This design comes from an exercise in tuning for a short achievable clock period and few clock cycles per item on the open sky130 flow, not from production work.
In this exercise RTL edits were held to simulation tests only and were not proved equivalent to the original.
The clock port is modelled as an ideal driver; clocking choices that lean on that would not hold on a real chip.
Power is estimated from default activity; no workload was simulated.

$ cat flow/config.mk
export PLATFORM = sky130hd
export DESIGN_NAME = call_stack_exclusive_time
export DESIGN_NICKNAME = call_stack_exclusive_time
export VERILOG_FILES = /design/flow/design.v
export SDC_FILE = /design/flow/constraint.sdc
export NUM_CORES = 4
export LEC_CHECK = 0
export CAP_MARGIN = 20
export CORE_MARGIN = 2
export CORE_UTILIZATION = 40
export SLEW_MARGIN = 20
$ cat flow/constraint.sdc
create_clock -name core_clock -period 10.0 [get_ports {clk_i}]
set_input_delay 2.0000 -clock core_clock [delete_from_list [all_inputs] [get_ports {clk_i}]]
set_output_delay 2.0000 -clock core_clock [all_outputs]
set_load 0.01 [all_outputs]
$ cat flow/design.v
package cset_pkg;
  localparam int TIME_WIDTH      = 32;
  localparam int ID_WIDTH        = 6;
  localparam int CNT_WIDTH       = 7;
  localparam int TDATA_WIDTH     = 40;
  localparam int DEF_MAX_FUNCS   = 64;
  localparam int DEF_STACK_DEPTH = 64;
  localparam logic [CNT_WIDTH-1:0] FCOUNT_RESET = 7'd64;
  localparam int QUEUE_DEPTH     = 16;
  localparam int QW              = $clog2(QUEUE_DEPTH);
  localparam int RESULT_WIDTH    = ID_WIDTH + TIME_WIDTH + 2;
  typedef enum logic [1:0] {
    STATUS_OK        = 2'd0,
    STATUS_OVERFLOW  = 2'd1,
    STATUS_UNDERFLOW = 2'd2,
    STATUS_RANGE     = 2'd3
  } status_e;
  typedef struct packed {
    logic [ID_WIDTH-1:0]   func;
    logic [TIME_WIDTH-1:0] total;
    status_e               status;
  } result_t;
endpackage
module cset_ctrl
(
  input  logic              clk_i,
  input  logic              rst_ni,
  input  logic              in_valid_i,
  output logic              in_ready_o,
  output logic              in_accept_o,
  input  logic              acc_i,         
  input  logic              drop_i,        
  input  logic              res_valid_i,
  input  cset_pkg::result_t res_i,
  output logic              out_valid_o,
  input  logic              out_ready_i,
  output cset_pkg::result_t out_o
);
  localparam int QD = cset_pkg::QUEUE_DEPTH;
  localparam int QW = cset_pkg::QW;
  localparam int OW = QW + 2;
  logic                       ready_q;
  logic                       take_q;
  logic [OW-1:0]              occ_q, occ_d;
  logic [QW:0]                wp_q, rp_q;
  logic                       out_valid_q;
  cset_pkg::result_t          out_q;
  logic [QD-1:0][cset_pkg::RESULT_WIDTH-1:0] mem_q;
  logic                       mem_ne;
  logic                       load;
  assign in_ready_o  = ready_q;
  assign in_accept_o = in_valid_i && ready_q;
  assign occ_d = occ_q + OW'(acc_i) - OW'(take_q) - OW'(drop_i);
  assign mem_ne = (wp_q != rp_q);
  assign load   = mem_ne && (!out_valid_q || out_ready_i);
  always_ff @(posedge clk_i or negedge rst_ni) begin
    if (!rst_ni) begin
      ready_q     <= 1'b1;
      take_q      <= 1'b0;
      occ_q       <= '0;
      wp_q        <= '0;
      rp_q        <= '0;
      out_valid_q <= 1'b0;
    end else begin
      ready_q     <= (occ_q <= OW'(QD - 2));
      take_q      <= out_valid_q && out_ready_i;
      occ_q       <= occ_d;
      if (res_valid_i) begin
        wp_q <= wp_q + (QW+1)'(1);
      end
      if (load) begin
        rp_q <= rp_q + (QW+1)'(1);
      end
      out_valid_q <= mem_ne || (out_valid_q && !out_ready_i);
    end
  end
  always_ff @(posedge clk_i) begin
    for (int i = 0; i < QD; i++) begin
      if (res_valid_i && (wp_q[QW-1:0] == QW'(i))) begin
        mem_q[i] <= res_i;
      end
    end
    if (load) begin
      out_q <= mem_q[rp_q[QW-1:0]];
    end
  end
  assign out_valid_o = out_valid_q;
  assign out_o       = out_q;
endmodule
module cset_dpath
#(
  parameter int MAX_FUNCS   = cset_pkg::DEF_MAX_FUNCS,
  parameter int STACK_DEPTH = cset_pkg::DEF_STACK_DEPTH
) (
  input  logic                            clk_i,
  input  logic                            rst_ni,
  input  logic                            cfg_we_i,
  input  logic [cset_pkg::CNT_WIDTH-1:0]  cfg_wdata_i,
  input  logic                            in_accept_i,
  input  logic                            in_kind_i,
  input  logic [cset_pkg::ID_WIDTH-1:0]   in_func_i,
  input  logic [cset_pkg::TIME_WIDTH-1:0] in_time_i,
  output logic                            acc_o,       
  output logic                            drop_o,      
  output logic                            res_valid_o,
  output cset_pkg::result_t               res_o
);
  localparam int TW = cset_pkg::TIME_WIDTH;
  localparam int IW = cset_pkg::ID_WIDTH;
  localparam int LW = $clog2(STACK_DEPTH + 1);
  localparam logic [TW-1:0] TMAX = '1;
  logic          p1_v;
  logic          p1_kind;
  logic [IW-1:0] p1_id;
  logic [TW-1:0] p1_ts;
  always_ff @(posedge clk_i or negedge rst_ni) begin
    if (!rst_ni) begin
      p1_v <= 1'b0;
    end else begin
      p1_v <= in_accept_i;
    end
  end
  always_ff @(posedge clk_i) begin
    p1_kind <= in_kind_i;
    p1_id   <= in_func_i;
    p1_ts   <= in_time_i;
  end
  assign acc_o = p1_v;
  logic [cset_pkg::CNT_WIDTH-1:0] fcount_q;
  logic [LW-1:0]                  level_q, level_d;
  logic                           full_q, empty_q;
  logic                           s1_range, s1_push, s1_pop;
  cset_pkg::status_e              s1_status;
  assign s1_range = ({1'b0, p1_id} >= fcount_q);
  assign s1_push  = p1_v && !p1_kind && !s1_range && !full_q;
  assign s1_pop   = p1_v &&  p1_kind && !s1_range && !empty_q;
  always_comb begin
    if (s1_range) begin
      s1_status = cset_pkg::STATUS_RANGE;
    end else if (!p1_kind) begin
      s1_status = full_q ? cset_pkg::STATUS_OVERFLOW : cset_pkg::STATUS_OK;
    end else begin
      s1_status = empty_q ? cset_pkg::STATUS_UNDERFLOW : cset_pkg::STATUS_OK;
    end
  end
  always_comb begin
    level_d = level_q;
    if (s1_push) begin
      level_d = level_q + LW'(1);
    end else if (s1_pop) begin
      level_d = level_q - LW'(1);
    end
  end
  logic              p2_v, p2_push, p2_pop, p2_res;
  cset_pkg::status_e p2_status;
  logic [IW-1:0]     p2_id;
  logic [TW-1:0]     p2_ts;
  logic [TW:0]       p2_ts1;
  always_ff @(posedge clk_i or negedge rst_ni) begin
    if (!rst_ni) begin
      fcount_q <= cset_pkg::FCOUNT_RESET;
      level_q  <= '0;
      full_q   <= 1'b0;
      empty_q  <= 1'b1;
      p2_v     <= 1'b0;
      p2_push  <= 1'b0;
      p2_pop   <= 1'b0;
      p2_res   <= 1'b0;
    end else begin
      if (cfg_we_i) begin
        fcount_q <= cfg_wdata_i;
      end
      level_q <= level_d;
      full_q  <= (level_d == LW'(STACK_DEPTH));
      empty_q <= (level_d == '0);
      p2_v    <= p1_v;
      p2_push <= s1_push;
      p2_pop  <= s1_pop;
      p2_res  <= p1_v && !s1_push;
    end
  end
  always_ff @(posedge clk_i) begin
    p2_status <= s1_status;
    p2_id     <= p1_id;
    p2_ts     <= p1_ts;
    p2_ts1    <= {1'b0, p1_ts} + {{TW{1'b0}}, 1'b1};
  end
  assign drop_o = p2_v && !p2_res;
  logic [STACK_DEPTH-1:0][TW-1:0] sstk;
  always_ff @(posedge clk_i) begin
    if (p2_push) begin
      sstk[0] <= p2_ts;
      for (int i = 1; i < STACK_DEPTH; i++) begin
        sstk[i] <= sstk[i-1];
      end
    end else if (p2_pop) begin
      for (int i = 0; i < STACK_DEPTH - 1; i++) begin
        sstk[i] <= sstk[i+1];
      end
    end
  end
  logic [TW+1:0] s2_diff;
  logic          s2_zero;
  logic [TW-1:0] s2_dur;
  assign s2_diff = {1'b0, p2_ts1} - {2'b00, sstk[0]};
  assign s2_zero = (p2_ts1 == {1'b0, sstk[0]});
  always_comb begin
    if (s2_diff[TW+1] || s2_zero) begin
      s2_dur = '0;
    end else if (s2_diff[TW]) begin
      s2_dur = TMAX;
    end else begin
      s2_dur = s2_diff[TW-1:0];
    end
  end
  logic                 p3_push, p3_pop, p3_res;
  cset_pkg::status_e    p3_status;
  logic [IW-1:0]        p3_id;
  logic [TW-1:0]        p3_dur;
  logic [MAX_FUNCS-1:0] p3_fhot;
  always_ff @(posedge clk_i or negedge rst_ni) begin
    if (!rst_ni) begin
      p3_push <= 1'b0;
      p3_pop  <= 1'b0;
      p3_res  <= 1'b0;
    end else begin
      p3_push <= p2_push;
      p3_pop  <= p2_pop;
      p3_res  <= p2_res;
    end
  end
  always_ff @(posedge clk_i) begin
    p3_status <= p2_status;
    p3_id     <= p2_id;
    p3_dur    <= s2_dur;
    for (int k = 0; k < MAX_FUNCS; k++) begin
      p3_fhot[k] <= (p2_id == IW'(k));
    end
  end
  logic [STACK_DEPTH-1:0][TW-1:0] cstk;
  logic [TW:0]                    s3_parent_sum;
  logic [TW:0]                    s3_excl_sub;
  logic [TW-1:0]                  s3_excl;
  assign s3_parent_sum = {1'b0, cstk[1]} + {1'b0, p3_dur};
  assign s3_excl_sub   = {1'b0, p3_dur} - {1'b0, cstk[0]};
  assign s3_excl       = s3_excl_sub[TW] ? '0 : s3_excl_sub[TW-1:0];
  always_ff @(posedge clk_i) begin
    if (p3_push) begin
      cstk[0] <= '0;
      for (int i = 1; i < STACK_DEPTH; i++) begin
        cstk[i] <= cstk[i-1];
      end
    end else if (p3_pop) begin
      cstk[0] <= s3_parent_sum[TW] ? TMAX : s3_parent_sum[TW-1:0];
      for (int i = 1; i < STACK_DEPTH - 1; i++) begin
        cstk[i] <= cstk[i+1];
      end
    end
  end
  logic [MAX_FUNCS-1:0][TW-1:0] tot_q;
  logic [TW-1:0]                s3_tot_rd;
  logic [TW-1:0]                s3_tot;
  logic [TW-1:0]                s4_sum;
  logic                 p4_pop, p4_res;
  cset_pkg::status_e    p4_status;
  logic [IW-1:0]        p4_id;
  logic [TW-1:0]        p4_excl;
  logic [TW-1:0]        p4_tot;
  logic [MAX_FUNCS-1:0] p4_fhot;
  logic                 p5_pop, p5_res;
  cset_pkg::status_e    p5_status;
  logic [IW-1:0]        p5_id;
  logic [TW-1:0]        p5_sum;
  logic [MAX_FUNCS-1:0] p5_fhot;
  always_comb begin
    s3_tot_rd = '0;
    for (int k = 0; k < MAX_FUNCS; k++) begin
      s3_tot_rd = s3_tot_rd | ({TW{p3_fhot[k]}} & tot_q[k]);
    end
  end
  always_comb begin
    if (p4_pop && (p4_id == p3_id)) begin
      s3_tot = s4_sum;
    end else if (p5_pop && (p5_id == p3_id)) begin
      s3_tot = p5_sum;
    end else begin
      s3_tot = s3_tot_rd;
    end
  end
  always_ff @(posedge clk_i or negedge rst_ni) begin
    if (!rst_ni) begin
      p4_pop <= 1'b0;
      p4_res <= 1'b0;
    end else begin
      p4_pop <= p3_pop;
      p4_res <= p3_res;
    end
  end
  always_ff @(posedge clk_i) begin
    p4_status <= p3_status;
    p4_id     <= p3_id;
    p4_excl   <= s3_excl;
    p4_tot    <= s3_tot;
    p4_fhot   <= p3_fhot;
  end
  logic [TW:0] s4_add;
  assign s4_add = {1'b0, p4_tot} + {1'b0, p4_excl};
  assign s4_sum = s4_add[TW] ? TMAX : s4_add[TW-1:0];
  always_ff @(posedge clk_i or negedge rst_ni) begin
    if (!rst_ni) begin
      p5_pop <= 1'b0;
      p5_res <= 1'b0;
    end else begin
      p5_pop <= p4_pop;
      p5_res <= p4_res;
    end
  end
  always_ff @(posedge clk_i) begin
    p5_status <= p4_status;
    p5_id     <= p4_id;
    p5_sum    <= s4_sum;
    p5_fhot   <= p4_fhot;
  end
  always_ff @(posedge clk_i or negedge rst_ni) begin
    if (!rst_ni) begin
      tot_q <= '0;
    end else begin
      for (int k = 0; k < MAX_FUNCS; k++) begin
        if (p5_pop && p5_fhot[k]) begin
          tot_q[k] <= p5_sum;
        end
      end
    end
  end
  assign res_valid_o  = p5_res;
  assign res_o.func   = p5_id;
  assign res_o.total  = p5_pop ? p5_sum : '0;
  assign res_o.status = p5_status;
endmodule
module call_stack_exclusive_time
#(
  parameter int MAX_FUNCS   = cset_pkg::DEF_MAX_FUNCS,
  parameter int STACK_DEPTH = cset_pkg::DEF_STACK_DEPTH
) (
  input  logic                   clk_i,
  input  logic                   rst_ni,
  input  logic                   cfg_we_i,
  input  logic [cset_pkg::CNT_WIDTH-1:0]   cfg_wdata_i,     
  input  logic                   s_axis_tvalid,
  output logic                   s_axis_tready,
  input  logic [cset_pkg::TDATA_WIDTH-1:0] s_axis_tdata,    
  input  logic [0:0]             s_axis_tuser,    
  output logic                   m_axis_tvalid,
  input  logic                   m_axis_tready,
  output logic [cset_pkg::TDATA_WIDTH-1:0] m_axis_tdata,    
  output logic [1:0]             m_axis_tuser     
);
  logic                        accept;
  logic                        acc, drop, res_valid;
  cset_pkg::result_t           res, out;
  cset_ctrl u_ctrl (
    .clk_i       (clk_i),
    .rst_ni      (rst_ni),
    .in_valid_i  (s_axis_tvalid),
    .in_ready_o  (s_axis_tready),
    .in_accept_o (accept),
    .acc_i       (acc),
    .drop_i      (drop),
    .res_valid_i (res_valid),
    .res_i       (res),
    .out_valid_o (m_axis_tvalid),
    .out_ready_i (m_axis_tready),
    .out_o       (out)
  );
  cset_dpath #(
    .MAX_FUNCS   (MAX_FUNCS),
    .STACK_DEPTH (STACK_DEPTH)
  ) u_dpath (
    .clk_i       (clk_i),
    .rst_ni      (rst_ni),
    .cfg_we_i    (cfg_we_i),
    .cfg_wdata_i (cfg_wdata_i),
    .in_accept_i (accept),
    .in_kind_i   (s_axis_tuser[0]),
    .in_func_i   (s_axis_tdata[cset_pkg::ID_WIDTH-1:0]),
    .in_time_i   (s_axis_tdata[cset_pkg::ID_WIDTH+cset_pkg::TIME_WIDTH-1:cset_pkg::ID_WIDTH]),
    .acc_o       (acc),
    .drop_o      (drop),
    .res_valid_o (res_valid),
    .res_o       (res)
  );
  assign m_axis_tdata = {{(cset_pkg::TDATA_WIDTH - cset_pkg::ID_WIDTH - cset_pkg::TIME_WIDTH){1'b0}}, out.total, out.func};
  assign m_axis_tuser = out.status;
endmodule
$ cat flow/run.sh
#!/bin/bash
# synth_recipe.tcl (not shown) runs the flow's synth.tcl, then flattens the netlist and writes it again
# the make line also repeats each setting of config.mk as NAME=value (left out here)
make -C /OpenROAD-flow-scripts/flow DESIGN_CONFIG=/design/flow/config.mk WORK_HOME=/design/flow/orfs CLKGATE_MAP_FILE= SYNTH_SCRIPT=/design/flow/synth_recipe.tcl finish
==> results of run 1 <==
## worst max path at each step
stage / endpoint / slack (ns) / cells past startpoint
floorplan: u_dpath.sstk[0] / -6.43 / 5
global placement: u_dpath.sstk[745] / 5.30 / 5
finish: u_dpath.sstk[1821] / 5.24 / 5
detailed placement: u_dpath.sstk[1301] / 5.31 / 5
CTS: u_dpath.sstk[1301] / 5.33 / 5
global route: u_dpath.sstk[1605] / 4.98 / 5
## area by class of cell
class | count | area (µm²) | area share (%)
clock inverters | 332 | 2870 | 0.846
clock buffers | 1075 | 21400 | 6.30
inverters | 125 | 469 | 0.138
multi-input cells | 8950 | 93400 | 27.5
well taps | 9951 | 12500 | 3.67
flip-flops and latches | 7327 | 205000 | 60.4
repair buffers | 429 | 3990 | 1.17
diodes | 11 | 27.5 | 0.00811
## state kept, by name, summed over array words and instances, names as in the netlist, 7 cells and up
signal            count
u_dpath.sstk       2048
u_dpath.p1_ts        32
u_dpath.p3_fhot      64
u_dpath.p4_tot       32
u_dpath.level_q       7
u_ctrl.mem_q        640
u_dpath.p4_excl      32
u_dpath.p4_fhot      64
u_dpath.cstk       2048
u_dpath.p3_dur       32
u_dpath.p2_ts        32
u_dpath.fcount_q      7
u_dpath.p5_fhot      64
u_dpath.tot_q      2048
u_ctrl.out_q         40
u_dpath.p2_ts1       33
u_dpath.p5_sum       32
## Yosys cell counts, types with 27 or more instances
cell,n
sky130_fd_sc_hd__a21oi_1,156
sky130_fd_sc_hd__inv_1,125
sky130_fd_sc_hd__nand4_1,146
sky130_fd_sc_hd__nor3_1,27
sky130_fd_sc_hd__a221oi_1,514
sky130_fd_sc_hd__nor2_1,214
sky130_fd_sc_hd__dfrtp_1,2092
sky130_fd_sc_hd__xnor2_1,86
sky130_fd_sc_hd__a21o_1,57
sky130_fd_sc_hd__mux2_2,6072
sky130_fd_sc_hd__edfxtp_1,4744
sky130_fd_sc_hd__xor2_1,75
sky130_fd_sc_hd__buf_1,227
sky130_fd_sc_hd__nand3_1,36
sky130_fd_sc_hd__nand2b_1,33
sky130_fd_sc_hd__a211oi_1,42
sky130_fd_sc_hd__mux4_2,200
sky130_fd_sc_hd__nor4_1,44
sky130_fd_sc_hd__and3_1,32
sky130_fd_sc_hd__and2_1,53
sky130_fd_sc_hd__nand2_1,189
sky130_fd_sc_hd__dfxtp_1,488
sky130_fd_sc_hd__clkbuf_1,925
sky130_fd_sc_hd__ha_1,150
sky130_fd_sc_hd__a22o_1,513
sky130_fd_sc_hd__o21ai_0,89
## through the flow
stage               hold WS (ns)  utilization, %  total power, W  worst slack [ns]  cell area (µm²)
global route               0.310            45.0          0.0718              4.98           339000
CTS                        0.298            45.0          0.0700              5.33           339000
global placement           0.310            41.8          0.0423              5.30           315000
finish                     0.286            45.0          0.0693              5.24           339000
floorplan                  0.310               -          0.0413             -6.43           302000
detailed placement         0.312            41.8          0.0424              5.31           315000
## cells by family (layout without fill, tap and decap cells)
| group | after synthesis | after routing | share of synthesized area [%] |
|---|---|---|---|
| AOI/OAI and AO/OA | 1506 | 1506 | 3.99 |
| xor gates and xnor gates | 161 | 161 | 0.467 |
| adders and majority gates | 156 | 156 | 0.661 |
| buffers and inverters | 1287 | 1961 | 1.61 |
| DFF | 7327 | 7327 | 67.7 |
| muxes | 6274 | 6274 | 24.1 |
| other | 1 | 13 | 0.00124 |
| and+or+nand+nor | 851 | 851 | 1.42 |
## worst max-delay path, delay by kind of cell, from the launching register on
kind | cells | cell delay (ns)
muxes | 1 | 0.42
DFF | 1 | 0.69
buffers and inverters | 4 | 2.92
## power by group through the flow
stage	Sequential, W	Clock (W)	Combinational (W)
floorplan	0.0361	0	0.00521
global placement	0.0351	0	0.00715
detailed placement	0.0351	0	0.00724
CTS	0.0345	0.0282	0.00726
global route	0.0346	0.0294	0.00782
finish	0.0345	0.0276	0.00718
## metal layers
metal | global-route usage [%] | up-vias | part of all wire, %
met5 | 0 | - | 0.0051
met4 | 9.09 | 6 | 5.6
met3 | 3.41 | 1830 | 7.3
met2 | 29.0 | 5434 | 44
met1 | 26.2 | 82700 | 43
li1 | - | 68400 | -
==> run summary, run 1 <==
Run status
The flow ran to the end and the layout has no timing, DRC or antenna violations.

Route
In the routed design, unresolved DRC markers number 0. For this block, the via count after detailed routing is 158k. For this block, the initial DRC count from the detailed router was 18.4k. The first TritonRoute pass finished after 25 iterations.

The wire length per cell is ~27 µm. The post-detailed-route count of antenna-violating nets is 0. The mean number of vias per cell is 5.62. Summed over all layers, the routed wires come to between 700 and 800 mm.

Logic synthesis
Synthesis produced 17.6k cells. The number of distinct standard cells referenced by the synthesized netlist is 78. The post-synthesis cell area is 302,000 µm².

The count of flip-flops with a built-in enable after synthesis is 4,744. The top cell type's share of synthesized area is 47.1%. Yosys printed 2 warnings.

The cell type contributing the most total cell area after synthesis is sky130_fd_sc_hd__edfxtp_1. The async set-or-reset flop fraction in the synthesized netlist is 28.6%. Ranked by total cell area, the synthesized netlist is headed by sky130_fd_sc_hd__edfxtp_1, sky130_fd_sc_hd__mux2_2, sky130_fd_sc_hd__dfrtp_1.

Sequential cells were found to cover about two thirds of the synthesized design area. Averaged over all synthesized cells, the footprint is 17.2 µm². The predominant post-synthesis flop cell is sky130_fd_sc_hd__edfxtp_1. After synthesis the netlist holds a flip-flop and latch count of ~7.3k.

Power
For this design the static power due to leakage is 107 nW. The net switching power is 0.0175 W. The share of total power in combinational logic is 10.4%. IR analysis of the VDD net gives a maximum drop of 209 µV. The fraction of power spent switching nets is 25.3%.

The total power density per cell area is 204 nW/µm². The clock network accounts for 39.8% of the total power. Cell internal power was estimated by the tool at approximately 0.052 W. The fraction of power consumed by sequential logic is about 50%.

STA
Measured against its own limit, the worst slew margin works out to 11.2%. The worst clock skew is 0.122 ns. The period utilization is between 40% and 50%. Setup repair after global routing left no endpoint under its margin. The final number of hold-violating endpoints is 0. The total negative setup slack is 0 ns. The final setup violation count is 0. The max-slew violation count came to 0. For the pin with the worst max-slew slack, the measured transition is 1.33 ns. The shortest clock period the worst path allows after layout is roughly 4.8 ns. Timing would allow up to ~0.21 GHz.

CTS
TritonCTS built the clock tree. For the worst-skew pair, the clock arrives at the later sink with an insertion delay of approximately 1.2 ns. Counting every sink on the clock net gives roughly 7.3k. Gates resized during post-CTS repair numbered 0. After clock tree synthesis, the clock-pin slew on the worst setup and hold paths is 0.06 ns.

Buffers inserted during clock tree synthesis total 763. The clock passes through at most 4 buffers. The buffer cell driving the clock tree root is sky130_fd_sc_hd__clkbuf_16. For this design, the CTS-stage hold fixing added 0 buffers. Once the clock tree was built, the setup fixing pass inserted 0 buffers. In this run the number of H-tree levels came out at 6.

Cells and area
The library cell used most frequently in the layout, excluding fill and tap cells, is sky130_fd_sc_hd__mux2_2. The area added between synthesis and finish is 12.3%. The library cells used most frequently in the layout, excluding fill and tap cells, are sky130_fd_sc_hd__mux2_2, sky130_fd_sc_hd__edfxtp_1, sky130_fd_sc_hd__dfrtp_1, sky130_fd_sc_hd__clkbuf_16, sky130_fd_sc_hd__a221oi_1.

The share of cells above drive strength 1 is a little over two fifths. The net count of the finished layout is 17.8k. The fill cell instance count of the final layout is around 66k. The count of cells in the finished layout, fillers not included, comes to approximately 28k.

Setup path
The start point of the critical path is u_dpath.p2_push. The terminus of the critical flop-to-flop path is u_dpath.sstk[1821]. The standard cell with the maximum stage delay on the critical path is sky130_fd_sc_hd__buf_4.

Of all nets on the critical path, the largest fanout is 144. The worst reg-to-reg path cell count is 5. Data on the critical path is required at its endpoint by 10.87 ns. For this run, the slowest stage of the critical path takes roughly 0.86 ns. The kind of end point of the critical path is a flop.

The signal on the critical path passes through buf_12 > buf_4 > buf_4 > buf_4 > mux2_2. In this run the critical register-to-register path is launched from u_dpath.p2_push. In this design, the critical path's most frequently occurring cell is sky130_fd_sc_hd__buf_4. The arrival time reported for the critical path endpoint is around 5.6 ns. STA classifies the critical path startpoint as a flop.

The class of the most critical setup path is reg -> reg. The flop-to-flop setup slack is 5.24 ns.

Floorplan
Measured along the y axis, the die boundary spans 873 µm. During I/O placement, the number of pins put on the boundary was 97. The initial standard-cell utilization of the core is roughly two fifths. The initialized floorplan defines 319 standard-cell rows. The floorplan core area is 754,000 µm². In this run the horizontal extent of the chip is 873 µm.

The die area is 762,000 µm².

Placement
The placed cell count is around 27k. Once detailed placement completed, the half-perimeter wirelength came to 415 mm. Routability-driven placement finished with a final weighted congestion of 0.821. During placement, the flow inserted port buffers numbering 92.

Global routing
The global-route wire length before repair is 1090 mm. In the global route stage, overall resource usage came out at 18.9%. The via count of the first global-routing pass is 157k. The number of antenna violations at the first check in global routing is 38.

The total grt overflow is 0. The largest net degree at the start of global routing is 203.

Min path
The count of cells along the worst hold path is 0. The worst min-delay path class is reg -> reg. The capture endpoint of the worst hold path is u_dpath.p5_fhot[61].

The launch instance of the worst min-delay path is u_dpath.p4_fhot[61].

Run
Max-cap violations in this run came to 0.
Testbench counts, summed over its fixed seeds: cycles 19,370, items 19,314.
==> inputs of run 2 (changes only) <==
--- a/flow/design.v
+++ b/flow/design.v
@@ -41,11 +41,13 @@
   localparam int OW = QW + 2;
-  logic                       ready_q;
-  logic                       take_q;
-  logic [OW-1:0]              occ_q, occ_d;
-  logic [QW:0]                wp_q, rp_q;
-  logic                       out_valid_q;
-  cset_pkg::result_t          out_q;
-  logic [QD-1:0][cset_pkg::RESULT_WIDTH-1:0] mem_q;
-  logic                       mem_ne;
-  logic                       load;
+  localparam int RW = cset_pkg::RESULT_WIDTH;
+  logic                   ready_q;
+  logic                   take_q;
+  logic [OW-1:0]          occ_q, occ_d;
+  logic [QW-1:0]          wp_q, rp_q, rp_next;
+  logic [QW:0]            cnt_q, cnt_in;
+  logic                   out_valid_q;
+  logic [RW-1:0]          out_q;
+  logic [QD-1:0][RW-1:0]  mem_q;
+  logic [RW-1:0]          cand0, cand1;
+  logic                   take;
   assign in_ready_o  = ready_q;
@@ -53,7 +55,10 @@
   assign occ_d = occ_q + OW'(acc_i) - OW'(take_q) - OW'(drop_i);
-  assign mem_ne = (wp_q != rp_q);
-  assign load   = mem_ne && (!out_valid_q || out_ready_i);
+  assign take    = out_valid_q && out_ready_i;
+  assign cnt_in  = cnt_q + (QW+1)'(res_valid_i);
+  assign rp_next = rp_q + QW'(1);
+  assign cand0 = (cnt_q == '0)        ? res_i : mem_q[rp_q];
+  assign cand1 = (cnt_q == (QW+1)'(1)) ? res_i : mem_q[rp_next];
   always_ff @(posedge clk_i or negedge rst_ni) begin
     if (!rst_ni) begin
-      ready_q     <= 1'b1;
+      ready_q     <= 1'b0;
       take_q      <= 1'b0;
@@ -62,14 +67,19 @@
       rp_q        <= '0;
+      cnt_q       <= '0;
       out_valid_q <= 1'b0;
     end else begin
-      ready_q     <= (occ_q <= OW'(QD - 2));
-      take_q      <= out_valid_q && out_ready_i;
+      ready_q     <= (occ_q <= OW'(QD - 3));
+      take_q      <= take;
       occ_q       <= occ_d;
       if (res_valid_i) begin
-        wp_q <= wp_q + (QW+1)'(1);
+        wp_q <= wp_q + QW'(1);
       end
-      if (load) begin
-        rp_q <= rp_q + (QW+1)'(1);
+      if (take) begin
+        rp_q        <= rp_next;
+        cnt_q       <= cnt_in - (QW+1)'(1);
+        out_valid_q <= (cnt_in > (QW+1)'(1));
+      end else begin
+        cnt_q       <= cnt_in;
+        out_valid_q <= (cnt_in != '0);
       end
-      out_valid_q <= mem_ne || (out_valid_q && !out_ready_i);
     end
@@ -78,3 +88,3 @@
     for (int i = 0; i < QD; i++) begin
-      if (res_valid_i && (wp_q[QW-1:0] == QW'(i))) begin
+      if (res_valid_i && (wp_q == QW'(i))) begin
         mem_q[i] <= res_i;
@@ -82,5 +92,3 @@
     end
-    if (load) begin
-      out_q <= mem_q[rp_q[QW-1:0]];
-    end
+    out_q <= take ? cand1 : cand0;
   end
@@ -158,2 +166,3 @@
   logic [TW:0]       p2_ts1;
+  logic [MAX_FUNCS-1:0] p2_fhot;
   always_ff @(posedge clk_i or negedge rst_ni) begin
@@ -186,2 +195,5 @@
     p2_ts1    <= {1'b0, p1_ts} + {{TW{1'b0}}, 1'b1};
+    for (int k = 0; k < MAX_FUNCS; k++) begin
+      p2_fhot[k] <= (p1_id == IW'(k));
+    end
   end
@@ -219,3 +231,19 @@
   logic [TW-1:0]        p3_dur;
-  logic [MAX_FUNCS-1:0] p3_fhot;
+  logic [TW-1:0]        p3_rd;
+  logic                 p3_f1, p3_f2, p3_f3;
+  logic [MAX_FUNCS-1:0][TW-1:0] tot_q;
+  logic [MAX_FUNCS-1:0]         tval_q;
+  logic [TW-1:0]                s2_tot_rd;
+  always_comb begin
+    s2_tot_rd = '0;
+    for (int k = 0; k < MAX_FUNCS; k++) begin
+      s2_tot_rd = s2_tot_rd | ({TW{p2_fhot[k] && tval_q[k]}} & tot_q[k]);
+    end
+  end
+  logic                 p4_pop, p4_res;
+  logic [IW-1:0]        p4_id;
+  logic                 p5_pop, p5_res;
+  logic [IW-1:0]        p5_id;
+  logic [TW-1:0]        p5_sum;
+  logic [TW-1:0]        p6_sum;
   always_ff @(posedge clk_i or negedge rst_ni) begin
@@ -235,5 +263,6 @@
     p3_dur    <= s2_dur;
-    for (int k = 0; k < MAX_FUNCS; k++) begin
-      p3_fhot[k] <= (p2_id == IW'(k));
-    end
+    p3_rd     <= s2_tot_rd;
+    p3_f1     <= p3_pop && (p3_id == p2_id);
+    p3_f2     <= p4_pop && (p4_id == p2_id);
+    p3_f3     <= p5_pop && (p5_id == p2_id);
   end
@@ -259,30 +288,18 @@
   end
-  logic [MAX_FUNCS-1:0][TW-1:0] tot_q;
-  logic [TW-1:0]                s3_tot_rd;
   logic [TW-1:0]                s3_tot;
   logic [TW-1:0]                s4_sum;
-  logic                 p4_pop, p4_res;
   cset_pkg::status_e    p4_status;
-  logic [IW-1:0]        p4_id;
   logic [TW-1:0]        p4_excl;
   logic [TW-1:0]        p4_tot;
-  logic [MAX_FUNCS-1:0] p4_fhot;
-  logic                 p5_pop, p5_res;
   cset_pkg::status_e    p5_status;
-  logic [IW-1:0]        p5_id;
-  logic [TW-1:0]        p5_sum;
-  logic [MAX_FUNCS-1:0] p5_fhot;
-  always_comb begin
-    s3_tot_rd = '0;
-    for (int k = 0; k < MAX_FUNCS; k++) begin
-      s3_tot_rd = s3_tot_rd | ({TW{p3_fhot[k]}} & tot_q[k]);
-    end
-  end
+  logic [MAX_FUNCS-1:0] p5_we;
   always_comb begin
-    if (p4_pop && (p4_id == p3_id)) begin
+    if (p3_f1) begin
       s3_tot = s4_sum;
-    end else if (p5_pop && (p5_id == p3_id)) begin
+    end else if (p3_f2) begin
       s3_tot = p5_sum;
+    end else if (p3_f3) begin
+      s3_tot = p6_sum;
     end else begin
-      s3_tot = s3_tot_rd;
+      s3_tot = p3_rd;
     end
@@ -303,3 +320,2 @@
     p4_tot    <= s3_tot;
-    p4_fhot   <= p3_fhot;
   end
@@ -312,2 +328,3 @@
       p5_res <= 1'b0;
+      p5_we  <= '0;
     end else begin
@@ -315,2 +332,5 @@
       p5_res <= p4_res;
+      for (int k = 0; k < MAX_FUNCS; k++) begin
+        p5_we[k] <= p4_pop && (p4_id == IW'(k));
+      end
     end
@@ -321,3 +341,3 @@
     p5_sum    <= s4_sum;
-    p5_fhot   <= p4_fhot;
+    p6_sum    <= p5_sum;
   end
@@ -325,9 +345,16 @@
     if (!rst_ni) begin
-      tot_q <= '0;
+      tval_q <= '0;
     end else begin
       for (int k = 0; k < MAX_FUNCS; k++) begin
-        if (p5_pop && p5_fhot[k]) begin
-          tot_q[k] <= p5_sum;
+        if (p5_we[k]) begin
+          tval_q[k] <= 1'b1;
         end
       end
+    end
+  end
+  always_ff @(posedge clk_i) begin
+    for (int k = 0; k < MAX_FUNCS; k++) begin
+      if (p5_we[k]) begin
+        tot_q[k] <= p5_sum;
+      end
     end
==> flow/flow/run.sh (new file) <==
#!/bin/bash
# The standard layout, with the timing repair steps aiming for more setup slack than the
# 10 ns clock needs, so that they size and buffer the design towards a shorter period.
# The constraints (constraint.sdc) are the design's, unchanged.
set -euo pipefail
bash standard.sh SETUP_SLACK_MARGIN=6.4 finish > standard_flow.log 2>&1
==> flow/standard.sh (new file) <==
#!/bin/bash
# synth_recipe.tcl (not shown) runs the flow's synth.tcl, then flattens the netlist and writes it again
# the make line also repeats each setting of config.mk as NAME=value (left out here)
make -C /OpenROAD-flow-scripts/flow DESIGN_CONFIG=/design/flow/config.mk WORK_HOME=/design/flow/orfs CLKGATE_MAP_FILE= SYNTH_SCRIPT=/design/flow/synth_recipe.tcl "${@:-finish}"
--- a/flow/config.mk
+++ b/flow/config.mk
@@ -9,3 +9,6 @@
 export CORE_MARGIN = 2
-export CORE_UTILIZATION = 40
+export CORE_UTILIZATION = 65
+export CTS_CLUSTER_DIAMETER = 60
+export CTS_CLUSTER_SIZE = 20
+export PLACE_DENSITY = 0.75
 export SLEW_MARGIN = 20
removed: flow/run.sh
==> run 2 against run 1 <==
  * Still clean on timing, DRC and antenna
  * Routed wire length shrank 10%
  * Worst hold slack gained 0.043 ns
  * Register-to-register slack gained 1.2 ns
  * Global-route usage grew 9.3 points
  * Sequential share of layout area grew 6.5 points
  * Design area shrank 4.5%
  * Largest cell class unchanged
==> run summary, run 2 <==
Logic synthesis
The warning count from the yosys run is 2 (unchanged). The post-synthesis register bit count is 7,397 (+0.96%). The number of distinct standard cells referenced by the synthesized netlist was 94 (+21%). The top cell type's share of synthesized area is 68.1% (+21 points). The area share of fa/ha/maj cells after synthesis is 0.692% (+0.031 points). The cell type contributing the most total cell area after synthesis is sky130_fd_sc_hd__edfxtp_1. The compound-cell area share of the yosys netlist is 4.48% (+0.49 points). The average instance area after synthesis is 18.5 µm² (+7.6%).

The xor/xnor cell area share of the yosys netlist is 0.512% (+0.045 points). Yosys attributes the largest share of cell area to sky130_fd_sc_hd__edfxtp_1, sky130_fd_sc_hd__mux2_2, sky130_fd_sc_hd__dfxtp_1. The async set-or-reset flop fraction in the synthesized netlist came to 2.41% (-26 points).

The post-synthesis cell area came to 298,000 µm² (-1.5%). In the synthesized netlist, the cells that appear most often are sky130_fd_sc_hd__edfxtp_1, sky130_fd_sc_hd__mux2_2, sky130_fd_sc_hd__clkbuf_1. The mux share of post-synthesis cell area came to 18.2% (-5.9 points). The synthesized netlist cell count is 16.1k (-8.4%). The most instantiated library cell after synthesis is sky130_fd_sc_hd__edfxtp_1. The fraction of the mapped netlist area in simple logic gates is 1.98% (+0.56 points).

The count of flip-flops with a built-in enable after synthesis is 6,752 (+42%). The portion of the post-synthesis area used by sequential elements is 72.8% (+5.0 points). By area, the combinational part of the netlist is dominated by multiplexers. The predominant post-synthesis flop cell is sky130_fd_sc_hd__edfxtp_1.

Route
The vias after detailed routing is 153k (-3.7%). The remaining design rule violation count came to 0 (unchanged). The wire length per cell was 29.8 µm (+12%). The number of DRC violations after detailed-routing iteration 0 is 22.8k (+24%). The routed wire length is 673 mm (-10%). The first-pass detailed-route iteration total is 6 (-76%).

The mean number of vias per cell is 6.76 (+20%). The post-detailed-route count of antenna-violating nets came to 0 (unchanged).

Cells and area
The net count of the finished layout is 16.3k (-8.3%). The area added between synthesis and finish is 8.91%. The library cell used most frequently in the layout, excluding fill and tap cells, is sky130_fd_sc_hd__edfxtp_1. The largest registers in the layout are u_dpath.cstk x2048, u_dpath.sstk x2048, u_dpath.tot_q x2048. In the layout the commonest cells are sky130_fd_sc_hd__edfxtp_1, sky130_fd_sc_hd__mux2_2, sky130_fd_sc_hd__clkbuf_16, sky130_fd_sc_hd__a221oi_1, sky130_fd_sc_hd__a22o_1.

The share of cells above drive strength 1 is 35.2% (-8.0 points).

Global routing
The number of antenna violations at the first check in global routing is 24 (-37%). The total grt overflow is 0 (unchanged). The largest net degree at the start of global routing came to 220 (+8.4%). The all-layer global routing usage is 28.3% (+9.3 points). The global-route wire length before repair is 970 mm (-11%). The via count of the first global-routing pass is 148k (-5.6%).

CTS
The number of sinks driven by the clock tree was 7,397 (+0.96%). The CTS tree is built. The buffer cell driving the clock tree root is sky130_fd_sc_hd__clkbuf_16. The total clock buffers created by CTS is 532 (-30%).

The later-pin clock latency in the skew report is 1.15 ns (-0.03 ns). The maximum level of the CTS H-tree came to 6 (unchanged). The largest buffer count on any clock path is 4 (unchanged).

The clock transition at the register clock pins on the worst setup and hold paths after CTS is 0.07 ns (about the same).

Power
The fraction of power consumed by sequential logic is 54.0% (+4.2 points). The worst ir drop on vdd is 345 µV (+65%). The fraction of power consumed by the clock network came to 32.3% (-7.5 points). The net switching power is 0.0178 W (+1.6%). The total power density per cell area came to 214 nW/µm² (+4.8%). The share of total power in combinational logic came to 13.7% (+3.3 points). The fraction of power spent switching nets is 25.7% (+0.38 points). The leakage power summed over all cells is 84.1 nW (-21%). The cell-internal power is 0.0515 W (-0.44%).

STA
The final hold slack was 0.329 ns (+0.0432 ns). The achievable clock frequency is 0.268 GHz (+28%). The pin slew with the least headroom to its limit is 1.33 ns (-0.000743 ns). The worst clock skew is 0.0915 ns (-0.0301 ns). The total negative setup slack came to 0 ns (unchanged).

The max-slew violation count is 0 (unchanged). The final setup violation count is 0 (unchanged). The final number of hold-violating endpoints was 0 (unchanged). Setup repair after global routing could not meet its margin everywhere.

The shortest clock period the worst path allows after layout is 3.72 ns (-1.03 ns). The period utilization is 37.2% (-10 points). The headroom to the max-slew limit is 11.2% (+0.050 points).

Setup path
The kind of end point of the critical path is an output port. Among all stages on the critical path, the largest delay is contributed by sky130_fd_sc_hd__dfrtp_2. The startpoint type of the worst setup path is a flop. The critical path goes through buf_6.

The class of the most critical setup path is reg -> out. The number of buffers and inverters on the critical path is 1 (-3). The worst-path maximum fanout was 2 (-99%). The required time reported for the critical path endpoint is 8.00 ns (-2.87 ns). The arrival time reported for the critical path endpoint is 1.72 ns (-3.91 ns).

The gate family responsible for the most delay along the worst path is flip-flops. The largest stage delay on the critical path is 0.47 ns (-0.39 ns).

Floorplan
The initial standard-cell utilization of the core came to 65.3% (+25 points). The number of top-level design ports is 97 (unchanged). The x dimension of the die is 681 µm (-22%). The die area was 463,000 µm² (-39%). The number of core rows is 248 (-22%). The floorplan core area is 456,000 µm² (-39%). The die boundary height is 681 µm (-22%).

Run status
The flow ran to the end and the layout has no timing, DRC or antenna violations.

Run
The count of max-cap constraint violations came to 0 (unchanged).

Placement
The detailed placer's ending HPWL is 348 mm (-16%). The final weighted congestion in routability-driven placement is 0.842 (+2.5%). The quantity of I/O buffers inserted on ports is 92 (unchanged).

Min path
The tightest min-delay check is of the reg -> reg type.
-- run 2: repair_timing --
item | 4_1_cts | 5_1_grt
buffers inserted | 4 | 4
hold buffers | 0 | 0
pin swaps | 2 | 1
gates cloned | 10 | 2
endpoints found under the setup margin | 2297 | 2407
gates resized for setup | 304 | 28
-- run 2: area by class of cell --
type	count	area, µm²
flip-flops and latches	7397	217000
fillers	27800	132000
multi-input cells	7651	77400
clock buffers	677	14500
well taps	6000	7510
repair buffers	399	4240
clock inverters	269	3100
inverters	132	498
diodes	52	130
-- run 2: metrics by stage --
stage,cell area [µm²],utilization [%],setup slack (ns),total power (W),std cells
finish,324000,71.1,6.28,0.0693,22600
global route,324000,71.1,6.27,0.0715,22600
CTS,324000,71.0,6.23,0.0695,22500
detailed placement,305000,67.0,5.31,0.0471,21600
global placement,305000,67.0,5.37,0.0470,21600
floorplan,298000,-,-6.43,0.0456,16100
-- run 2: kinds of logic (layout without fill, tap and decap cells) --
family,count (synthesis),in the layout
XOR/XNOR,173,173
buffers and inverters,1037,1477
other,1,54
multiplexers,4433,4433
adder cells (fa/ha/maj),161,161
AND/OR/NAND/NOR,1200,1201
flip-flops,7397,7397
AO/OA/AOI/OAI,1681,1681
-- run 2: path summary, 6_finish.rpt --
path,from,to,slack (ns),cells after the start
setup / recovery,u_ctrl.out_valid_q,m_axis_tvalid,6.28,1
hold / removal,u_dpath.p4_status[1],u_dpath.p5_status[1],0.33,0
setup reg to reg,u_dpath.p1_id[0],u_dpath.full_q,6.49,11
hold reg to reg,u_dpath.p4_status[1],u_dpath.p5_status[1],0.33,0
max in group asynchronous,rst_ni,u_dpath.p2_push,7.56,2
min in group asynchronous,rst_ni,u_ctrl.cnt_q[2],0.91,1
-- run 2: layer usage --
metal  vias to the layer above  track usage (%)  routed length, µm
met5                         -                0                120
met4                        16             14.5              42500
met3                      2461             8.33              85000
met2                      9209             42.0             295000
met1                     76300             38.3             249000
li1                      64600                -                  -
-- run 2: power by group through the flow --
stage	registers, W	logic (W)	clock network [W]
after floorplan	0.0391	0.00654	0
after global placement	0.0380	0.00894	0
after detailed placement	0.0381	0.00904	0
after CTS	0.0374	0.00935	0.0227
after global routing	0.0375	0.0102	0.0238
final	0.0374	0.00947	0.0224
Testbench counts of run 2, summed over its fixed seeds: cycles 19,370, items 19,314.
==> inputs of run 3 (changes only) <==
--- a/flow/config.mk
+++ b/flow/config.mk
@@ -10,4 +10,2 @@
 export CORE_UTILIZATION = 65
-export CTS_CLUSTER_DIAMETER = 60
-export CTS_CLUSTER_SIZE = 20
 export PLACE_DENSITY = 0.75
==> run 3 against run 2 <==
  * Register-to-register slack gained 0.02 ns
  * Routed wire length grew 1.4%
  * Largest cell class unchanged
  * Critical path depth is the same
  * Die area is the same
  * Final cell count grew 1.6%
  * Core utilization grew 1.2 points
  * Synthesized area is the same
  * Design area grew 1.6%
  * Clock skew grew 0.0019 ns
  * Critical path type unchanged
  * Critical endpoint unchanged
  * Total power grew 6.0%
  * Still clean on timing, DRC and antenna
  * Worst hold slack lost 0.0035 ns
  * Count of clock-buffer cells in the layout grew 310
==> run summary, run 3 <==
Run status
The flow ran to the end and the layout has no timing, DRC or antenna violations.

Logic synthesis
The average instance area after synthesis came to 18.5 µm² (unchanged). The fraction of the mapped netlist area in simple logic gates is 1.98% (unchanged). The area share of fa/ha/maj cells after synthesis was 0.692% (unchanged). The top cell type's share of synthesized area was 68.1% (unchanged). The compound-cell area share of the yosys netlist came to 4.48% (unchanged).

The predominant post-synthesis flop cell is sky130_fd_sc_hd__edfxtp_1. By instance count, the leading cell after synthesis is sky130_fd_sc_hd__edfxtp_1. The xor/xnor cell area share of the yosys netlist is 0.512% (unchanged). In the post-synthesis netlist, the biggest area contributors are sky130_fd_sc_hd__edfxtp_1, sky130_fd_sc_hd__mux2_2, sky130_fd_sc_hd__dfxtp_1. The number of distinct standard cells referenced by the synthesized netlist came to 94 (unchanged).

The mux share of post-synthesis cell area is 18.2% (unchanged). The cell type contributing the most total cell area after synthesis is sky130_fd_sc_hd__edfxtp_1. The portion of the post-synthesis area used by sequential elements came to 72.8% (unchanged). The warning count from the yosys run came to 2 (unchanged). The post-synthesis register bit count is 7,397 (unchanged).

The commonest cells after synthesis are sky130_fd_sc_hd__edfxtp_1, sky130_fd_sc_hd__mux2_2, sky130_fd_sc_hd__clkbuf_1. The count of flip-flops with a built-in enable after synthesis is 6,752 (unchanged). The post-synthesis cell area is 298,000 µm² (unchanged). The synthesized netlist cell count is 16.1k (unchanged). The async set-or-reset flop fraction in the synthesized netlist is 2.41% (unchanged). By area, the combinational part of the netlist is dominated by multiplexers.

STA
The period utilization is 37.6% (+0.40 points). The shortest clock period the worst path allows after layout is 3.76 ns (+0.0399 ns). The final number of hold-violating endpoints was 0 (unchanged). The pin slew with the least headroom to its limit is 1.35 ns (+0.0204 ns). The worst clock skew is 0.0934 ns (+0.00189 ns).

The max-slew violation count is 0 (unchanged). Setup repair after global routing could not meet its margin everywhere. The setup slack after layout is 6.24 ns (-0.0399 ns). The final setup violation count is 0 (unchanged).

The achievable clock frequency is 0.266 GHz (-1.1%). The headroom to the max-slew limit was 9.86% (-1.4 points). The total negative setup slack came to 0 ns (unchanged).

Min path
The count of cells along the worst hold path was 0 (unchanged). The launch instance of the worst min-delay path is u_dpath.p2_status[1]. The worst hold path terminates at u_dpath.p3_status[1]. The tightest min-delay check is of the reg -> reg type.

CTS
The total clock buffers created by CTS was 716 (+35%). The largest buffer count on any clock path is 4 (unchanged). The root buffer cell chosen for the clock tree is sky130_fd_sc_hd__clkbuf_16.

The number of sinks driven by the clock tree is 7,397 (unchanged). The clock transition at the register clock pins on the worst setup and hold paths after CTS is 0.06 ns (about the same). TritonCTS built the clock tree. The number of buffers inserted by hold repair at cts was 0 (unchanged). The later-pin clock latency in the skew report is 1.15 ns (about the same). The maximum level of the CTS H-tree came to 6 (unchanged).

Power
The net switching power is 0.0186 W (+4.4%). The worst ir drop on vdd is 349 µV (+1.1%). The share of total power in combinational logic was 12.9% (-0.8 points). The fraction of power consumed by the clock network is 36.0% (+3.7 points). The cell-internal power is 0.0549 W (+6.5%). The fraction of power spent switching nets was 25.3% (-0.38 points). The fraction of power consumed by sequential logic is 51.0% (-3.0 points). The total power density per cell area is 223 nW/µm² (+4.3%). The leakage power summed over all cells is 86.7 nW (+3.2%). The overall power of the completed layout came to 0.0734 W (+6.0%).

Global routing
The via count of the first global-routing pass was 151k (+1.8%). The largest net degree at the start of global routing is 220 (unchanged). The global-route wire length before repair is 984 mm (+1.4%). The number of antenna violations at the first check in global routing is 30 (+25%).

The total grt overflow is 0 (unchanged). The all-layer global routing usage came to 28.7% (+0.41 points).

Placement
The final weighted congestion in routability-driven placement is 0.842 (unchanged). The instance area after placement was 305,000 µm² (unchanged). The detailed placer's ending HPWL is 348 mm (unchanged). The placed cell count is 21.6k (unchanged). The quantity of I/O buffers inserted on ports was 92 (unchanged).

The post-placement setup slack is 5.31 ns (unchanged).

Cells and area
The largest registers in the layout are u_dpath.cstk x2048, u_dpath.sstk x2048, u_dpath.tot_q x2048. The post-route cell area is 329,000 µm² (+1.6%). The fill cell instance count of the final layout was 27.1k (-2.5%). The final standard cell count with taps included and fillers excluded came to 22.9k (+1.6%). The area added between synthesis and finish is 10.7%. The commonest non-fill, non-tap cell in the layout is sky130_fd_sc_hd__edfxtp_1. In the layout the commonest cells are sky130_fd_sc_hd__edfxtp_1, sky130_fd_sc_hd__mux2_2, sky130_fd_sc_hd__clkbuf_16, sky130_fd_sc_hd__a221oi_1, sky130_fd_sc_hd__a22o_1.

The share of cells above drive strength 1 came to 35.6% (+0.40 points). The net count of the finished layout is 16.5k (+1.1%).

Floorplan
The x dimension of the die is 681 µm (unchanged). The die area is 463,000 µm² (unchanged). The number of top-level design ports came to 97 (unchanged).

The die boundary height was 681 µm (unchanged). The floorplan core area is 456,000 µm² (unchanged). The initial standard-cell utilization of the core is 65.3% (unchanged). The number of core rows is 248 (unchanged).

Setup path
The arrival time reported for the critical path endpoint is 1.76 ns (+0.04 ns). The startpoint type of the worst setup path is a flop. The largest stage delay on the critical path came to 0.48 ns (about the same).

The flop-to-flop setup slack is 6.51 ns (+0.02 ns). The worst-path maximum fanout came to 2 (unchanged). The terminus of the critical flop-to-flop path is u_dpath.cstk[316].

The class of the most critical setup path is reg -> out. The number of buffers and inverters on the critical path was 1 (unchanged). The path length in cells of the critical path was 1 (unchanged). Traced cell by cell, the critical path runs through buf_6. The kind of end point of the critical path is an output port. The required time reported for the critical path endpoint came to 8.00 ns (about the same).

The startpoint of the worst register-to-register path is u_dpath.p3_push. The standard cell with the maximum stage delay on the critical path is sky130_fd_sc_hd__dfrtp_2. The worst reg-to-reg path cell count is 3 (-8). The gate family responsible for the most delay along the worst path is flip-flops.

Route
The post-detailed-route count of antenna-violating nets came to 0 (unchanged). The number of DRC violations after detailed-routing iteration 0 is 23.7k (+4.1%). The vias after detailed routing came to 155k (+1.5%). The remaining design rule violation count came to 0 (unchanged).

The routed wire length came to 682 mm (+1.4%). The first-pass detailed-route iteration total was 6 (unchanged). The mean number of vias per cell was 6.74 (-0.17%). The wire length per cell is 29.7 µm (-0.22%).

Run
The count of max-cap constraint violations was 0 (unchanged).
run 3: cell counts after synthesis:
Identical to the previous run, type by type.
run 3: through the flow:
stage / utilization (%) / hold WS (ns)
floorplan: - / 0.310
global placement: 67.0 / 0.314
detailed placement: 67.0 / 0.312
CTS: 72.1 / 0.326
global route: 72.2 / 0.330
finish: 72.2 / 0.326
run 3: kinds of logic (layout without fill, tap and decap cells):
group / after synthesis / count (layout)
buffers and inverters: 1037 / 1853
flip-flops: 7397 / 7397
AND/OR/NAND/NOR: 1200 / 1201
multiplexers: 4433 / 4433
adder cells (fa/ha/maj): 161 / 161
AO/OA/AOI/OAI: 1681 / 1681
XOR/XNOR: 173 / 173
other: 1 / 48
run 3: worst max-delay path by stage:
stage	start	slack [ns]	end
floorplan	u_dpath.p2_push	-6.43	u_dpath.sstk[0]
global placement	m_axis_tready	5.37	u_ctrl.out_q[30]
global route	u_ctrl.out_valid_q	6.22	m_axis_tvalid
CTS	u_ctrl.out_valid_q	6.22	m_axis_tvalid
detailed placement	m_axis_tready	5.31	u_ctrl.out_q[30]
finish	u_ctrl.out_valid_q	6.24	m_axis_tvalid
run 3: per-layer routing:
layer / up-vias / share of wire, % / track usage [%]
met2: 9829 / 44 / 42.2
met5: - / 0.042 / 0
li1: 65100 / - / -
met3: 2699 / 13 / 9.21
met4: 40 / 6.4 / 15.1
met1: 77100 / 37 / 38.5
run 3: repair_timing:
item | 4_1_cts | 5_1_grt
gates cloned | 10 | 2
pin swaps | 2 | 0
endpoints found under the setup margin | 2338 | 2313
setup buffers | 5 | 2
resized for setup | 300 | 32
hold endpoints to repair | 0 | 0
run 3: layout make-up:
cell class	count	area, µm²	share of cell area, %
Sequential cell	7397	217000	65.8
Multi-Input combinational cell	7651	77400	23.5
Clock buffer	987	19800	6.02
Tap cell	6000	7510	2.28
Timing Repair Buffer	397	4230	1.28
Clock inverter	337	3080	0.936
Inverter	132	498	0.151
Antenna cell	46	115	0.0349
run 3: power by group through the flow:
| stage | Combinational, W | Sequential [W] | Clock [W] |
|---|---|---|---|
| CTS | 0.00936 | 0.0374 | 0.0268 |
| finish | 0.00951 | 0.0375 | 0.0265 |
| global placement | 0.00894 | 0.0380 | 0 |
| detailed placement | 0.00904 | 0.0381 | 0 |
| floorplan | 0.00654 | 0.0391 | 0 |
| global route | 0.0102 | 0.0375 | 0.0279 |
==> inputs of run 4 (changes only) <==
==> flow/flow/run.sh (replaced) <==
#!/bin/bash
# The standard layout with two changes:
# - the clock tree is built by flow/mytree.tcl (a balanced tree from a recursive bisection
#   of the registers' positions, three buffer levels) instead of TritonCTS;
# - the timing repair steps aim for more setup slack than the 10 ns clock needs, so that
#   they size and buffer the design towards a shorter period.
# The constraints (constraint.sdc) are the design's, unchanged.
set -euo pipefail
W=$(pwd)
export CT_LEVELS="2 5 9"
bash standard.sh SETUP_SLACK_MARGIN=6.6 PRE_CTS_TCL="$W/flow/pre_cts.tcl" finish > standard_flow.log 2>&1
==> flow/flow/mytree.tcl (new file) <==
# Clock tree built by recursive bisection of the registers' positions.
# The clock port drives a few root buffers; every level below splits its registers into two
# halves of equal count along the longer side of their bounding box, and buffers sit at the
# centre of the registers they serve. Every register gets the same number of buffers
# between it and the port.
#   CT_LEVELS: bisection depths at which buffers sit, e.g. {2 5 9}: 4 roots at depth 2,
#   a buffer per depth-5 group, a leaf buffer per depth-9 group.
set ct_buf   [expr {[info exists ::env(CT_BUF)] ? $::env(CT_BUF) : "sky130_fd_sc_hd__clkbuf_16"}]
set ct_levels [expr {[info exists ::env(CT_LEVELS)] ? $::env(CT_LEVELS) : {2 5 9}}]

set ct_db     [ord::get_db]
set ct_block  [ord::get_db_block]
set ct_master [$ct_db findMaster $ct_buf]
set ct_clk    [$ct_block findNet clk_i]
set ct_count  0

# sinks: {x y iterm}
set ct_sinks {}
foreach it [$ct_clk getITerms] {
  set inst [$it getInst]
  set bb [$inst getBBox]
  set x [expr {([$bb xMin] + [$bb xMax]) / 2}]
  set y [expr {([$bb yMin] + [$bb yMax]) / 2}]
  lappend ct_sinks [list $x $y $it]
}
puts "mytree: [llength $ct_sinks] clock sinks"

proc ct_split {items} {
  set xs [lmap i $items {lindex $i 0}]
  set ys [lmap i $items {lindex $i 1}]
  set dx [expr {[tcl::mathfunc::max {*}$xs] - [tcl::mathfunc::min {*}$xs]}]
  set dy [expr {[tcl::mathfunc::max {*}$ys] - [tcl::mathfunc::min {*}$ys]}]
  set k [expr {$dx >= $dy ? 0 : 1}]
  set sorted [lsort -integer -index $k $items]
  set h [expr {[llength $sorted] / 2}]
  return [list [lrange $sorted 0 [expr {$h - 1}]] [lrange $sorted $h end]]
}

# build the subtree for items at bisection depth d; returns {x y iterm} of its input pin,
# or the items themselves (a list of such triples) when no buffer sits at this depth
proc ct_build {items d} {
  global ct_levels
  set last [lindex $ct_levels end]
  if {$d == $last || [llength $items] <= 1} {
    set kids $items
  } else {
    lassign [ct_split $items] a b
    set kids [concat [ct_build $a [expr {$d + 1}]] [ct_build $b [expr {$d + 1}]]]
  }
  if {[lsearch -exact $ct_levels $d] >= 0} {
    return [list [ct_buffer $kids]]
  }
  return $kids
}

proc ct_buffer {kids} {
  global ct_block ct_master ct_count
  set sx 0; set sy 0
  foreach k $kids { set sx [expr {$sx + [lindex $k 0]}]; set sy [expr {$sy + [lindex $k 1]}] }
  set n [llength $kids]
  set x [expr {$sx / $n}]
  set y [expr {$sy / $n}]
  set name "ctbuf_$ct_count"
  set net [odb::dbNet_create $ct_block "ctnet_$ct_count"]
  $net setSigType CLOCK
  incr ct_count
  set inst [odb::dbInst_create $ct_block $ct_master $name]
  set w [[$inst getMaster] getWidth]
  set h [[$inst getMaster] getHeight]
  $inst setLocation [expr {$x - $w / 2}] [expr {$y - $h / 2}]
  $inst setPlacementStatus PLACED
  foreach k $kids {
    set it [lindex $k 2]
    $it disconnect
    $it connect $net
  }
  $inst setSourceType TIMING
  [$inst findITerm X] connect $net
  return [list $x $y [$inst findITerm A]]
}

set ct_top [ct_build $ct_sinks 0]
foreach k $ct_top {
  set it [lindex $k 2]
  $it connect $ct_clk
}
puts "mytree: $ct_count buffers, [llength $ct_top] driven by the clock port"
==> flow/flow/pre_cts.tcl (new file) <==
# Runs before ORFS's CTS step: builds the clock tree (mytree.tcl) and turns the step's own
# clock_tree_synthesis call into marking the clock as propagated, which is what that call
# leaves behind. The rest of the CTS step (legalization, timing repair) runs as usual.
source [file join [file dirname [info script]] mytree.tcl]
rename clock_tree_synthesis orfs_clock_tree_synthesis
proc clock_tree_synthesis {args} {
  puts "clock tree built by mytree.tcl; not running clock_tree_synthesis $args"
  set_propagated_clock [all_clocks]
}
==> run 4 against run 3 <==
  * The flow now stops in clock tree synthesis
  * Synthesized cell count unchanged
  * Synthesized area stayed put
==> run summary, run 4 <==
Run status
The run stopped with a tool error. The last flow stage reached is clock tree synthesis. The first error in the log reads "Error: cts.tcl, 6 can't read ”ct_levels”: no such variable".

Logic synthesis
The average instance area after synthesis is 18.5 µm² (unchanged). The async set-or-reset flop fraction in the synthesized netlist is 2.41% (unchanged). Yosys attributes the largest share of cell area to sky130_fd_sc_hd__edfxtp_1, sky130_fd_sc_hd__mux2_2, sky130_fd_sc_hd__dfxtp_1. In the synthesized netlist the dominant register cell turns out to be sky130_fd_sc_hd__edfxtp_1. The count of flip-flops with a built-in enable after synthesis is 6,752 (unchanged). The portion of the post-synthesis area used by sequential elements is 72.8% (unchanged).

The cell type contributing the most total cell area after synthesis is sky130_fd_sc_hd__edfxtp_1. The post-synthesis cell area was 298,000 µm² (unchanged). The top cell type's share of synthesized area is 68.1% (unchanged).

The warning count from the yosys run is 2 (unchanged). The post-synthesis register bit count is 7,397 (unchanged). The commonest cells after synthesis are sky130_fd_sc_hd__edfxtp_1, sky130_fd_sc_hd__mux2_2, sky130_fd_sc_hd__clkbuf_1. The synthesized netlist cell count was 16.1k (unchanged). The number of distinct standard cells referenced by the synthesized netlist is 94 (unchanged). sky130_fd_sc_hd__edfxtp_1 is the most common cell in the netlist.

Placement
The quantity of I/O buffers inserted on ports came to 92 (unchanged). The final weighted congestion in routability-driven placement came to 0.842 (unchanged). The post-placement setup slack was 5.31 ns (unchanged). The detailed placer's ending HPWL is 348 mm (unchanged).

Floorplan
The die boundary height is 681 µm (unchanged). The number of core rows is 248 (unchanged). The initial standard-cell utilization of the core is 65.3% (unchanged). The x dimension of the die is 681 µm (unchanged). The number of top-level design ports is 97 (unchanged).
[run 4: kinds of logic after synthesis]
kind of cell | Yosys count | synth area share [%]
other cells | 1 | 0.00126
compound gates | 1681 | 4.48
buf+inv | 1037 | 1.34
xor+xnor | 173 | 0.512
flops | 7397 | 72.8
simple gates | 1200 | 1.98
mux | 4433 | 18.2
fa+ha+maj | 161 | 0.692
[run 4: power groups by stage]
| stage | Combinational [W] | Clock, W | Sequential (W) |
|---|---|---|---|
| floorplan | 0.00654 | 0 | 0.0391 |
| global placement | 0.00894 | 0 | 0.0380 |
| detailed placement | 0.00904 | 0 | 0.0381 |
[run 4: worst min-delay path by stage]
stage	slack, ns	startpoint	to
floorplan	0.31	u_dpath.p2_status[0]	u_dpath.p3_status[0]
detailed placement	0.31	u_dpath.p2_status[1]	u_dpath.p3_status[1]
global placement	0.31	u_dpath.p2_status[0]	u_dpath.p3_status[0]
[run 4: metrics by stage]
step           instances  util (%)  cell area (µm²)  hold WS [ns]
2_1_floorplan      16100         -           298000         0.310
3_3_place_gp       21600      67.0           305000         0.314
3_5_place_dp       21600      67.0           305000         0.312

-- static timing again, ports no longer ideal --
How much do the figures lean on ideal ports? The routed layouts below were timed once more, with nothing changed but the port constraints.
Step 1 (the two cells are an assumption about what drives the block):
set clk [get_ports {clk_i}]
set_driving_cell -lib_cell sky130_fd_sc_hd__clkbuf_16 $clk
set_driving_cell -lib_cell sky130_fd_sc_hd__buf_2 [delete_from_list [all_inputs] $clk]
Step 2 also shifts input and output timing later by t, the mid clock arrival at the registers, as if the neighbouring blocks saw the same clock.
a / b / c = ideal ports / drivers / drivers and shift; a / b = the first two.
run	t, ns	setup slack, ns	hold WS [ns]	latest minus earliest clock arrival (ns)	slew at the worst register clock pin (ns)
run 1	1.250	5.243 / 5.243 / 5.243	0.286 / 0.286 / 0.286	0.125 / 0.125	0.07 / 0.07
run 2	1.230	6.276 / 6.132 / 5.507	0.329 / 0.329 / 0.329	0.125 / 0.124	0.09 / 0.09
run 3	1.225	6.236 / 6.114 / 5.420	0.326 / 0.326 / 0.326	0.105 / 0.106	0.07 / 0.07
After both steps every run listed still meets setup and hold. The setup slack of run 3, which loses most, moves by -0.122 ns with the drivers and by -0.816 ns with both steps.
